From an optimization exercise on the open Yosys and OpenROAD flow, aimed at small area, a short achievable clock period and few clock cycles per item; shortcuts taken in it are not production practice.

Setup of old:
==> flow/design.v (excerpt) <==
module hsl_to_rgb_converter_unit #(
  parameter int FRACTION_BITS = hslrgb_pkg::FRACTION_BITS
) (
  input  logic             clk,
  input  logic             rst_n,
  input  logic             in_valid,
  output logic             in_stall,
  input  hslrgb_pkg::hsl_t in_data,
  output logic             out_valid,
  input  logic             out_stall,
  output hslrgb_pkg::rgb_t out_data
);
  logic       en;
  logic [3:0] vld_r;
  assign en       = !(vld_r[3] && out_stall);
  assign in_stall = !en;
  always_ff @(posedge clk) begin
    if (!rst_n) begin
      vld_r <= '0;
    end else if (en) begin
      vld_r <= {vld_r[2:0], in_valid};
    end
  end
  logic [11:0] lp, lmin;
  logic        inc, lhi;
  logic [12:0] m3a, m3b, m3c, m3s, m3y, m3;
  always_comb begin
    lhi = in_data.lightness[12] | in_data.lightness[11];
    inc = in_data.lightness[11];
    lp  = inc ? ~in_data.lightness[11:0] : in_data.lightness[11:0];
    m3a = 13'(lp);
    m3b = {lp, inc};
    m3c = {11'd0, inc, 1'b0};
    m3s = m3a ^ m3b ^ m3c;
    m3y = {((m3a[11:0] & m3b[11:0]) | (m3a[11:0] & m3c[11:0]) | (m3b[11:0] & m3c[11:0])), 1'b0};
    if (in_data.lightness[12]) begin
      lmin = '0;
      m3   = '0;
    end else begin
      lmin = lp + 12'(inc);
      m3   = m3s + m3y;
    end
  end
  logic [11:0] s0_m_r;
  logic [14:0] s0_hue_r;
  logic [5:0]  s0_s1_r, s0_s2_r, s0_s3_r;
  logic [12:0] s0_m3_r;
  logic        s0_sfull_r, s0_lhi_r;
  logic [11:0] cmul;
  logic [12:0] c, lig;
  logic [6:0]  hh;
  logic [7:0]  hlo;
  logic [2:0]  sect;
  logic [3:0]  frac_hi;
  logic [11:0] k;
  hslrgb_mul_c u_mul_c (
    .x_i    (s0_m_r),
    .x3_i   (s0_m3_r),
    .s1_i   (s0_s1_r),
    .s2_i   (s0_s2_r),
    .s3_i   (s0_s3_r),
    .prod_o (cmul)
  );
  always_comb begin
    hh  = s0_hue_r[14:8];
    hlo = s0_hue_r[7:0];
    if (hh >= 7'd90) begin
      sect    = 3'd5;
      frac_hi = 4'd0;
    end else begin
      sect    = 3'(hh / 7'd15);
      frac_hi = 4'(hh % 7'd15);
    end
    if (hh >= 7'd90)
      k = '0;
    else if (sect[0])
      k = {4'd14 - frac_hi, ~hlo} + 12'd1;    
    else
      k = {frac_hi, hlo};                     
  end
  logic [6:0] k_one, k_two;
  logic [5:0] k_neg;
  hslrgb_booth u_booth (
    .y_i   (k),
    .one_o (k_one),
    .two_o (k_two),
    .neg_o (k_neg)
  ...
==> module hsl_to_rgb_converter_unit, before the edit <==
module hsl_to_rgb_converter_unit #(
  parameter int FRACTION_BITS = hslrgb_pkg::FRACTION_BITS
) (
  input  logic             clk,
  input  logic             rst_n,
  input  logic             in_valid,
  output logic             in_stall,
  input  hslrgb_pkg::hsl_t in_data,
  output logic             out_valid,
  input  logic             out_stall,
  output hslrgb_pkg::rgb_t out_data
);
  logic       en;
  logic [3:0] vld_r;
  assign en       = !(vld_r[3] && out_stall);
  assign in_stall = !en;
  always_ff @(posedge clk) begin
    if (!rst_n) begin
      vld_r <= '0;
    end else if (en) begin
      vld_r <= {vld_r[2:0], in_valid};
    end
  end
  logic [11:0] lp, lmin;
  logic        inc, lhi;
  logic [12:0] m3a, m3b, m3c, m3s, m3y, m3;
  always_comb begin
    lhi = in_data.lightness[12] | in_data.lightness[11];
    inc = in_data.lightness[11];
    lp  = inc ? ~in_data.lightness[11:0] : in_data.lightness[11:0];
    m3a = 13'(lp);
    m3b = {lp, inc};
    m3c = {11'd0, inc, 1'b0};
    m3s = m3a ^ m3b ^ m3c;
    m3y = {((m3a[11:0] & m3b[11:0]) | (m3a[11:0] & m3c[11:0]) | (m3b[11:0] & m3c[11:0])), 1'b0};
    if (in_data.lightness[12]) begin
      lmin = '0;
      m3   = '0;
    end else begin
      lmin = lp + 12'(inc);
      m3   = m3s + m3y;
    end
  end
  logic [11:0] s0_m_r;
  logic [14:0] s0_hue_r;
  logic [5:0]  s0_s1_r, s0_s2_r, s0_s3_r;
  logic [12:0] s0_m3_r;
  logic        s0_sfull_r, s0_lhi_r;
  logic [11:0] cmul;
  logic [12:0] c, lig;
  logic [6:0]  hh;
  logic [7:0]  hlo;
  logic [2:0]  sect;
  logic [3:0]  frac_hi;
  logic [11:0] k;
  hslrgb_mul_c u_mul_c (
    .x_i    (s0_m_r),
    .x3_i   (s0_m3_r),
    .s1_i   (s0_s1_r),
    .s2_i   (s0_s2_r),
    .s3_i   (s0_s3_r),
    .prod_o (cmul)
  );
  always_comb begin
    hh  = s0_hue_r[14:8];
    hlo = s0_hue_r[7:0];
    if (hh >= 7'd90) begin
      sect    = 3'd5;
      frac_hi = 4'd0;
    end else begin
      sect    = 3'(hh / 7'd15);
      frac_hi = 4'(hh % 7'd15);
    end
    if (hh >= 7'd90)
      k = '0;
    else if (sect[0])
      k = {4'd14 - frac_hi, ~hlo} + 12'd1;    
    else
      k = {frac_hi, hlo};                     
  end
  logic [6:0] k_one, k_two;
  logic [5:0] k_neg;
  hslrgb_booth u_booth (
    .y_i   (k),
    .one_o (k_one),
    .two_o (k_two),
    .neg_o (k_neg)
  );
  always_comb begin
    c   = s0_sfull_r ? {s0_m_r, 1'b0} : {1'b0, cmul};
    lig = s0_lhi_r ? (13'd4096 - 13'(s0_m_r)) : 13'(s0_m_r);
  end
  logic [12:0] s1_c_r, s1_l_r;
  logic [6:0]  s1_one_r, s1_two_r;
  logic [5:0]  s1_neg_r;
  logic [2:0]  s1_sect_r;
  logic [15:0] q;
  logic [12:0] m0, peak;
  hslrgb_mul_x u_mul_x (
    .x_i    (s1_c_r),
    .one_i  (s1_one_r),
    .two_i  (s1_two_r),
    .neg_i  (s1_neg_r),
    .prod_o (q)
  );
  always_comb begin
    m0   = s1_l_r - (s1_c_r >> 1);
    peak = s1_l_r + (s1_c_r >> 1) + 13'(s1_c_r[0]);
  end
  logic [15:0] s2_q_r;
  logic [12:0] s2_m_r, s2_p_r;
  logic [2:0]  s2_sect_r;
  logic [12:0] xm;
  logic [12:0] s3_x_r, s3_m_r, s3_p_r;
  logic [2:0]  s3_sect_r;
  hslrgb_div u_div (
    .q_i   (s2_q_r),
    .add_i (s2_m_r),
    .sum_o (xm)
  );
  always_comb begin
    case (s3_sect_r)
      3'd0:    out_data = {s3_p_r, s3_x_r, s3_m_r};
      3'd1:    out_data = {s3_x_r, s3_p_r, s3_m_r};
      3'd2:    out_data = {s3_m_r, s3_p_r, s3_x_r};
      3'd3:    out_data = {s3_m_r, s3_x_r, s3_p_r};
      3'd4:    out_data = {s3_x_r, s3_m_r, s3_p_r};
      default: out_data = {s3_p_r, s3_m_r, s3_x_r};
    endcase
  end
  always_ff @(posedge clk) begin
    if (en) begin
      s0_m_r     <= lmin;
      s0_m3_r    <= m3;
      s0_lhi_r   <= lhi;
      for (int i = 0; i < 6; i++) begin
        s0_s1_r[i] <= ~in_data.saturation[2*i+1] &  in_data.saturation[2*i];
        s0_s2_r[i] <=  in_data.saturation[2*i+1] & ~in_data.saturation[2*i];
        s0_s3_r[i] <=  in_data.saturation[2*i+1] &  in_data.saturation[2*i];
      end
      s0_sfull_r <= in_data.saturation[12];
      s0_hue_r   <= in_data.hue;
      s1_c_r     <= c;
      s1_l_r     <= lig;
      s1_one_r   <= k_one;
      s1_two_r   <= k_two;
      s1_neg_r   <= k_neg;
      s1_sect_r  <= sect;
      s2_q_r     <= q;
      s2_m_r     <= m0;
      s2_p_r     <= peak;
      s2_sect_r  <= s1_sect_r;
      s3_x_r     <= xm;
      s3_m_r     <= s2_m_r;
      s3_p_r     <= s2_p_r;
      s3_sect_r  <= s2_sect_r;
    end
  end
  assign out_valid = vld_r[3];
endmodule
Settings: LEC_CHECK=0, CAP_MARGIN=20, CORE_MARGIN=2, CORE_UTILIZATION=40, PLACE_DENSITY=0.6, SETUP_SLACK_MARGIN=2.0, SLEW_MARGIN=20; clock period 7.0 ns.
standard.sh (not shown) runs the stock make flow with config.mk's settings and CLKGATE_MAP_FILE= SYNTH_SCRIPT=/design/flow/synth_recipe.tcl, a recipe that flattens the netlist after the stock synthesis.
==> flow/flow/run.sh <==
#!/bin/bash
# The standard layout (the standard.sh: ORFS synthesis to finish) with two
# changes that keep the design and its registers as the standard synthesis
# makes them:
#  - after synthesis, flow/invopt.py removes inverters around full adders
#    (a full adder of inverted inputs gives inverted outputs), a purely
#    combinational rewrite of the netlist;
#  - the port buffers use the smallest plain buffer instead of the delay
#    buffer buffer_ports picks by default. Every port is still buffered.
set -euo pipefail
RES=orfs/results/${FLOW_PLATFORM:-sky130hd}/hsl_to_rgb_converter_unit/base
bash standard.sh synth > standard_synth.log 2>&1
cp $RES/1_2_yosys.v yosys_netlist_orig.v
if python3 flow/invopt.py yosys_netlist_orig.v yosys_netlist_opt.v > invopt.log 2>&1; then
  cp yosys_netlist_opt.v $RES/1_2_yosys.v
  rm -f $RES/1_synth.odb $RES/1_synth.sdc
fi
bash standard.sh "BUFFER_PORTS_ARGS=-buffer_cell sky130_fd_sc_hd__buf_1" finish > standard_flow.log 2>&1
Other scripts of this flow, unchanged in this note and not shown: flow/flow/invopt.py
Modified inputs, new compared to old
--- a/flow/design.v
+++ b/flow/design.v
@@ -1529,8 +1529,14 @@
   end
   logic [11:0] lp, lmin;
   logic        inc, lhi;
   logic [12:0] m3a, m3b, m3c, m3s, m3y, m3;
+  logic [6:0]  hh;
+  logic [7:0]  hlo, klo;
+  logic [2:0]  sect;
+  logic [3:0]  r, khi;
+  logic        hsat, lo_zero, lo_any;
+  logic [11:0] k;
   always_comb begin
     lhi = in_data.lightness[12] | in_data.lightness[11];
     inc = in_data.lightness[11];
     lp  = inc ? ~in_data.lightness[11:0] : in_data.lightness[11:0];
@@ -1545,50 +1551,41 @@
     end else begin
       lmin = lp + 12'(inc);
       m3   = m3s + m3y;
     end
+    hh      = in_data.hue[14:8];
+    hlo     = in_data.hue[7:0];
+    hsat    = hh >= 7'd90;
+    sect    = hsat ? 3'd5 : 3'(hh / 7'd15);
+    r       = 4'(hh % 7'd15);
+    lo_zero = hlo == 8'd0;
+    lo_any  = 1'b0;
+    for (int i = 0; i < 8; i++) begin
+      klo[i] = hlo[i] ^ (sect[0] & lo_any);
+      lo_any = lo_any | hlo[i];
+    end
+    khi = sect[0] ? 4'd14 - r + 4'(lo_zero) : r;
+    k   = hsat ? 12'd0 : {khi, klo};
   end
-  logic [11:0] s0_m_r;
-  logic [14:0] s0_hue_r;
+  logic [11:0] s0_m_r, s0_k_r;
   logic [5:0]  s0_s1_r, s0_s2_r, s0_s3_r;
   logic [12:0] s0_m3_r;
   logic        s0_sfull_r, s0_lhi_r;
+  logic [2:0]  s0_sect_r;
   logic [11:0] cmul;
   logic [12:0] c, lig;
-  logic [6:0]  hh;
-  logic [7:0]  hlo;
-  logic [2:0]  sect;
-  logic [3:0]  frac_hi;
-  logic [11:0] k;
   hslrgb_mul_c u_mul_c (
     .x_i    (s0_m_r),
     .x3_i   (s0_m3_r),
     .s1_i   (s0_s1_r),
     .s2_i   (s0_s2_r),
     .s3_i   (s0_s3_r),
     .prod_o (cmul)
   );
-  always_comb begin
-    hh  = s0_hue_r[14:8];
-    hlo = s0_hue_r[7:0];
-    if (hh >= 7'd90) begin
-      sect    = 3'd5;
-      frac_hi = 4'd0;
-    end else begin
-      sect    = 3'(hh / 7'd15);
-      frac_hi = 4'(hh % 7'd15);
-    end
-    if (hh >= 7'd90)
-      k = '0;
-    else if (sect[0])
-      k = {4'd14 - frac_hi, ~hlo} + 12'd1;    
-    else
-      k = {frac_hi, hlo};                     
-  end
   logic [6:0] k_one, k_two;
   logic [5:0] k_neg;
   hslrgb_booth u_booth (
-    .y_i   (k),
+    .y_i   (s0_k_r),
     .one_o (k_one),
     .two_o (k_two),
     .neg_o (k_neg)
   );
@@ -1644,15 +1641,16 @@
         s0_s2_r[i] <=  in_data.saturation[2*i+1] & ~in_data.saturation[2*i];
         s0_s3_r[i] <=  in_data.saturation[2*i+1] &  in_data.saturation[2*i];
       end
       s0_sfull_r <= in_data.saturation[12];
-      s0_hue_r   <= in_data.hue;
+      s0_k_r     <= k;
+      s0_sect_r  <= sect;
       s1_c_r     <= c;
       s1_l_r     <= lig;
       s1_one_r   <= k_one;
       s1_two_r   <= k_two;
       s1_neg_r   <= k_neg;
-      s1_sect_r  <= sect;
+      s1_sect_r  <= s0_sect_r;
       s2_q_r     <= q;
       s2_m_r     <= m0;
       s2_p_r     <= peak;
       s2_sect_r  <= s1_sect_r;
==> summary.txt <==
- new vs old — wire length dropped by a few percent
- From old to new the numbers moved as follows: shortest period the worst path allows shows a reduction of 0.086 ns, register-to-register slack climbed 0.09 ns.
- The number of antenna violations at the first check in global routing in new sits 1 below the value recorded for old.
- Final core utilization in new is 0.95 points lower than in old
- new vs. old: largest incremental delay on the critical path went up, final non-filler cell area fell by about 3%, area growth from synthesis to layout went down by 1.5 points.
Function was not checked in any run of this note: the RTL went through the layout flow alone.

[afterwards: timing with drivers on the ports]
Ports are ideal in the flow. The routed layouts listed here were re-timed in OpenROAD. Step 1 sets driving cells, clkbuf_16 on the clock port and buf_2 on the other inputs (assumed; they add their load-dependent delay and slew). Step 2 times the ports against the registers' clock, not the clock port: input delays grow and output delays shrink by t, the midpoint of the rising clock arrivals with the driver on. a / b / c = ideal / step 1 / step 2; a / b = the first two.
run	t (ns)	setup slack, ns	hold slack, ns	latest minus earliest clock arrival (ns)	slew at the worst register clock pin (ns)
old	0.522	2.014 / 2.014 / 2.014	0.421 / 0.421 / 0.421	0.014 / 0.015	0.08 / 0.08
new	0.516	2.100 / 2.100 / 1.896	0.422 / 0.422 / 0.422	0.011 / 0.011	0.08 / 0.08
After both steps setup and hold are still met in every run listed. For new, which loses most, drivers alone change the setup slack by 0.000 ns; drivers and shift together by -0.204 ns.
